Source: an optimization exercise on an open RTL-to-GDS flow (aim: small area). Production flows keep margins and buffers that such runs may drop. Where RTL was checked, it was by simulation tests only, not by an equivalence proof against the original.

Setup of nickel:
Design complex_butterfly_bfp, start of the top module:
module complex_butterfly_bfp #(
  parameter int IWL1    = 16,
  parameter int IWL2    = 16,
  parameter int OWL     = 16,
  parameter int LATENCY = 4,
  parameter int EXPW    = 5
) (
  input  logic            clk,
  input  logic            rst,
  input  logic            strb_in,
  input  logic [1:0]      mode,
  input  logic [IWL1-1:0] din1_re,
  input  logic [IWL1-1:0] din1_im,
  input  logic [IWL2-1:0] din2_re,
  input  logic [IWL2-1:0] din2_im,
  input  logic [IWL1-1:0] din3_re,
  input  logic [IWL1-1:0] din3_im,
  input  logic            stage_clr,
  input  logic            frame_start,
  output logic [OWL-1:0]  dout1_re,
  output logic [OWL-1:0]  dout1_im,
  output logic [OWL-1:0]  dout2_re,
  output logic [OWL-1:0]  dout2_im,
  output logic            strb_out,
  output logic            sat_out,
  output logic            grow,
  output logic [EXPW-1:0] blk_exp,
  output logic            busy,
  output logic            clr_err
);
clock: 11.0 ns
lec_check: 0
abc_area: 1
cap_margin: 0
core_margin: 2
core_utilization: 60
slew_margin: 0
synth_hierarchical: 1
synth_minimum_keep_size: 0
standard.sh (not shown) runs the stock make flow with config.mk's settings and CLKGATE_MAP_FILE= SYNTH_SCRIPT=/design/flow/synth_recipe.tcl, a recipe that flattens the netlist after the stock synthesis.
==> flow/flow/run.sh <==
#!/bin/bash
# The standard ORFS layout (standard.sh) with these changes:
#  - synthesis is the standard flow's own script, except that ABC maps with an area-oriented script
#    (flow/abc_area.script, hooked in by flow/abc_override.tcl);
#  - the ports are buffered with the platform's smallest buffer (buf_1) instead of the
#    delay buffer that buffer_ports picks by default;
#  - clock tree synthesis clusters the flip-flops into larger groups driven by clkbuf_8
#    and inserts no dummy loads.
set -euo pipefail
W=$(pwd)
export BUFFER_PORTS_ARGS="-buffer_cell sky130_fd_sc_hd__buf_1"
export CTS_ARGS="-sink_clustering_enable -repair_clock_nets -dont_use_dummy_load -sink_clustering_size 12 -sink_clustering_max_diameter 40 -buf_list sky130_fd_sc_hd__clkbuf_4"
export MY_ABC_SCRIPT=$W/flow/abc_area.script
{ head -n 1 synth_recipe.tcl; cat flow/abc_override.tcl; tail -n +2 synth_recipe.tcl; } > area_synth.tcl
sed "s#SYNTH_SCRIPT=[^ ]*#SYNTH_SCRIPT=$W/area_synth.tcl#" standard.sh > area_synth.sh
bash area_synth.sh synth > synth_flow.log 2>&1
bash standard.sh > standard_flow.log 2>&1
==> flow/flow/abc_area.script <==
strash
dch -f
map -a
mfs2
strash
dch -f
map -a
topo
stime -c
==> flow/flow/abc_override.tcl <==
# Inserted into the standard flow's synthesis script (synth_recipe.tcl) after its first line: the final ABC
# technology mapping runs flow/abc_area.script (area-oriented mapping) instead of ORFS's
# script. Everything else, including the flip-flop mapping, stays as in the standard flow's synthesis.
rename synth ::synth_recipe
proc synth {args} {
  ::synth_recipe {*}$args
  if { [info commands ::orig_abc] eq "" } {
    rename ::abc ::orig_abc
    proc ::abc {args} {
      set i [lsearch -exact $args -script]
      if { $i >= 0 } {
        set args [lreplace $args $i [expr {$i + 1}] -script $::env(MY_ABC_SCRIPT)]
      }
      puts "abc with flow/abc_area.script: $args"
      ::orig_abc {*}$args
    }
  }
}
nickel: done, clean on timing, DRC and antenna
The inputs of zinc differ from those of nickel as listed below.
-- flow/flow/run.sh --
<<< nickel, line 11
export BUFFER_PORTS_ARGS="-buffer_cell sky130_fd_sc_hd__buf_1"
export CTS_ARGS="-sink_clustering_enable -repair_clock_nets -dont_use_dummy_load -sink_clustering_size 12 -sink_clustering_max_diameter 40 -buf_list sky130_fd_sc_hd__clkbuf_4"
export MY_ABC_SCRIPT=$W/flow/abc_area.script
>>> zinc, line 11
export BUFFER_PORTS_ARGS="-buffer_cell sky130_fd_sc_hd__buf_1"
export CTS_ARGS="-sink_clustering_enable -repair_clock_nets -dont_use_dummy_load -sink_clustering_size 20 -sink_clustering_max_diameter 50 -buf_list sky130_fd_sc_hd__clkbuf_8"
export MY_ABC_SCRIPT=$W/flow/abc_area.script
==> run notes <==
Diff nickel -> zinc: mean number of vias per cell held.
[compare] base=nickel new=zinc: met1 track demand over resource held steady.
What tundra does differently from zinc at the input level:
-- flow/config.mk --
<<< zinc, line 10
export CORE_MARGIN = 2
export CORE_UTILIZATION = 60
export SLEW_MARGIN = 0
>>> tundra, line 10
export CORE_MARGIN = 2
export CORE_UTILIZATION = 40
export SLEW_MARGIN = 0
[summary]
Delta (tundra minus zinc): area of all placed cells without fillers went up by about 1.5%; die span in y now sits higher. Final worst-path setup slack came out lower on tundra than on zinc. Global-route usage: tundra < zinc. tundra vs zinc: fraction of layout cells with a size suffix above 1 up. tundra: via count lower than zinc.

complex_butterfly_bfp, a different RTL version from the one above (not shown whole).
Size in the first run: about 3300 cells after synthesis, roughly 180 I/O pins.
Settings: LEC_CHECK=0, ABC_AREA=1, CAP_MARGIN=0, CORE_MARGIN=2, CORE_UTILIZATION=40, SLEW_MARGIN=0, SYNTH_HIERARCHICAL=1, SYNTH_MINIMUM_KEEP_SIZE=0; clock period 11.0 ns.
==> flow/flow/run.sh <==
#!/bin/bash
set -euo pipefail
export BUFFER_PORTS_ARGS="-buffer_cell sky130_fd_sc_hd__buf_1"
export RECOVER_POWER=100
bash standard.sh > standard_flow.log 2>&1
The baseline completed, yet does not pass: max-capacitance violations, max-slew violations.
Rerun with:
==> flow/flow/run.sh (replaced) <==
#!/bin/bash
# The standard ORFS layout, except that the ports are buffered with the platform's
# smallest buffer instead of the delay buffer buffer_ports picks by default.
set -euo pipefail
export BUFFER_PORTS_ARGS="-buffer_cell sky130_fd_sc_hd__buf_1"
bash standard.sh > standard_flow.log 2>&1
Settings changed: CAP_MARGIN 0 to 20, SLEW_MARGIN 0 to 20.
Outcome: The new run went through all stages and came out clean. Utilization barely changes. Non-clock buffer count stays the same. Cell count stays the same. Die area is unchanged. Count of clock-buffer cells in the layout is unchanged. Worst setup slack improved by 0.17 ns. Cell area is about the same.
Function was not checked in any run of this note: the RTL went through the layout flow alone.

Another version of the RTL of complex_butterfly_bfp (not shown whole).
For scale: ~3400 cells after synthesis, about 280 flip-flops, about 180 I/O pins, roughly 32000 µm² of cells after synthesis.
## complex_butterfly_bfp
module complex_butterfly_bfp #(
  parameter int IWL1    = 16,
  parameter int IWL2    = 16,
  parameter int OWL     = 16,
  parameter int LATENCY = 4,
  parameter int EXPW    = 5
) (
  input  logic            clk,
  input  logic            rst,
  input  logic            strb_in,
  input  logic [1:0]      mode,
  input  logic [IWL1-1:0] din1_re,
  input  logic [IWL1-1:0] din1_im,
  input  logic [IWL2-1:0] din2_re,
  input  logic [IWL2-1:0] din2_im,
  input  logic [IWL1-1:0] din3_re,
  input  logic [IWL1-1:0] din3_im,
  input  logic            stage_clr,
  input  logic            frame_start,
  output logic [OWL-1:0]  dout1_re,
  output logic [OWL-1:0]  dout1_im,
  output logic [OWL-1:0]  dout2_re,
  output logic [OWL-1:0]  dout2_im,
  output logic            strb_out,
  output logic            sat_out,
  output logic            grow,
  output logic [EXPW-1:0] blk_exp,
  output logic            busy,
  output logic            clr_err
);
  logic        auto_sh, auto_sh_new, clr_acc, grow_hit;
  logic [1:0]  sh_in, sh1;
  logic [3:0]  vld;
  logic [15:0] b_re, b_im, w_re, w_im;
  logic [16:0] q_re_d, q_im_d, q_re, q_im;
  logic [15:0] a_re, a_im;
  logic        ld4, hold4;
  logic [64:0] w2, w3, w3b, w4;
  assign b_re = din1_re;
  assign b_im = din1_im;
  assign w_re = din2_re;
  assign w_im = din2_im;
  logic one1;
  logic two2;
  logic pp3;
  logic pp4;
  logic pp5;
  logic pp6;
  logic pp7;
  logic pp8;
  logic pp9;
  logic pp10;
  logic pp11;
  logic pp12;
  logic pp13;
  logic pp14;
  logic pp15;
  logic pp16;
  logic pp17;
  logic pp18;
  logic pp19;
  logic ng20;
  logic one21;
  logic two22;
  logic pp23;
  logic pp24;
  logic pp25;
  logic pp26;
  logic pp27;
  logic pp28;
  logic pp29;
  logic pp30;
  logic pp31;
  logic pp32;
  logic pp33;
  logic pp34;
  logic pp35;
  logic pp36;
  logic pp37;
  logic pp38;
  ...
export LEC_CHECK = 0
export ABC_AREA = 1
export CAP_MARGIN = 20
export CORE_MARGIN = 2
export CORE_UTILIZATION = 40
export SLEW_MARGIN = 20
export SYNTH_HIERARCHICAL = 1
export SYNTH_MINIMUM_KEEP_SIZE = 0
create_clock -name core_clock -period 11.0 [get_ports {clk}]
==> flow/flow/run.sh <==
#!/bin/bash
# The standard ORFS layout, except that the ports are buffered with the platform's
# smallest buffer instead of the delay buffer buffer_ports picks by default.
set -euo pipefail
export BUFFER_PORTS_ARGS="-buffer_cell sky130_fd_sc_hd__buf_1"
export CTS_ARGS="-sink_clustering_enable -repair_clock_nets -dont_use_dummy_load -sink_clustering_size 30 -sink_clustering_max_diameter 60 -buf_list sky130_fd_sc_hd__clkbuf_16"
bash standard.sh > standard_flow.log 2>&1
The first run finished clean.
Edit:
--- a/flow/flow/run.sh
+++ b/flow/flow/run.sh
@@ -6 +5,0 @@
-export CTS_ARGS="-sink_clustering_enable -repair_clock_nets -dont_use_dummy_load -sink_clustering_size 30 -sink_clustering_max_diameter 60 -buf_list sky130_fd_sc_hd__clkbuf_16"
Result: The new run completed with no timing, DRC or antenna violations. Register-to-register slack degrades by 0.02 ns. Fmax is about the same. Clock skew falls by 0.038 ns. Global-route usage barely changes. Die area is unchanged. Worst hold slack improves by 0.040 ns. Count of clock-buffer cells in the layout rises by 17. Worst setup slack degrades by 0.019 ns.
Edit:
--- a/flow/flow/run.sh
+++ b/flow/flow/run.sh
@@ -5,0 +6 @@
+export CTS_ARGS="-sink_clustering_enable -repair_clock_nets -dont_use_dummy_load -sink_clustering_size 20 -sink_clustering_max_diameter 50 -buf_list sky130_fd_sc_hd__clkbuf_8"
After rerunning: Setup slack got worse by 0.041 ns; design area drops by about 1.5%; register-to-register slack got worse by 0.04 ns; wire length barely changes; clock-buffer cell count drops by 11; cell count drops by 0.54%; global-route usage barely changes; via count drops by 0.45%; die area is unchanged.
No run of this note included a check of the RTL's function; only the layout flow was run.

## port drivers added, routing unchanged
In the flow no input, the clock included, has a driving cell. The finished layouts below were timed again as built, in two steps.
Step 1: set_driving_cell puts a clkbuf_16 on clk and a buf_2 on each other input, an assumption about the parent block.
Step 2, shift: input delay + t, output delay - t, t = (earliest + latest rising clock arrival at the registers) / 2. This alone moves slack from input paths to output paths.
Slacks: ideal ports / drivers / drivers and shift; pairs: ideal ports / drivers.
run	t, ns	setup slack, ns	worst data-port slew with drivers (ns)
nickel	0.696	1.024 / 1.024 / 1.009	0.13
zinc	0.561	1.056 / 1.056 / 1.012	0.13
tundra	0.580	1.047 / 1.047 / 1.047	0.12
the first run of note 2	0.577	1.638 / 1.659 / 1.082	0.09
the second run of note 2	0.576	1.805 / 1.825 / 1.249	0.09
the first run of note 3	0.535	1.663 / 1.663 / 1.663	0.13
the second run of note 3	0.577	1.644 / 1.644 / 1.644	0.12
the third run of note 3	0.595	1.603 / 1.603 / 1.603	0.12
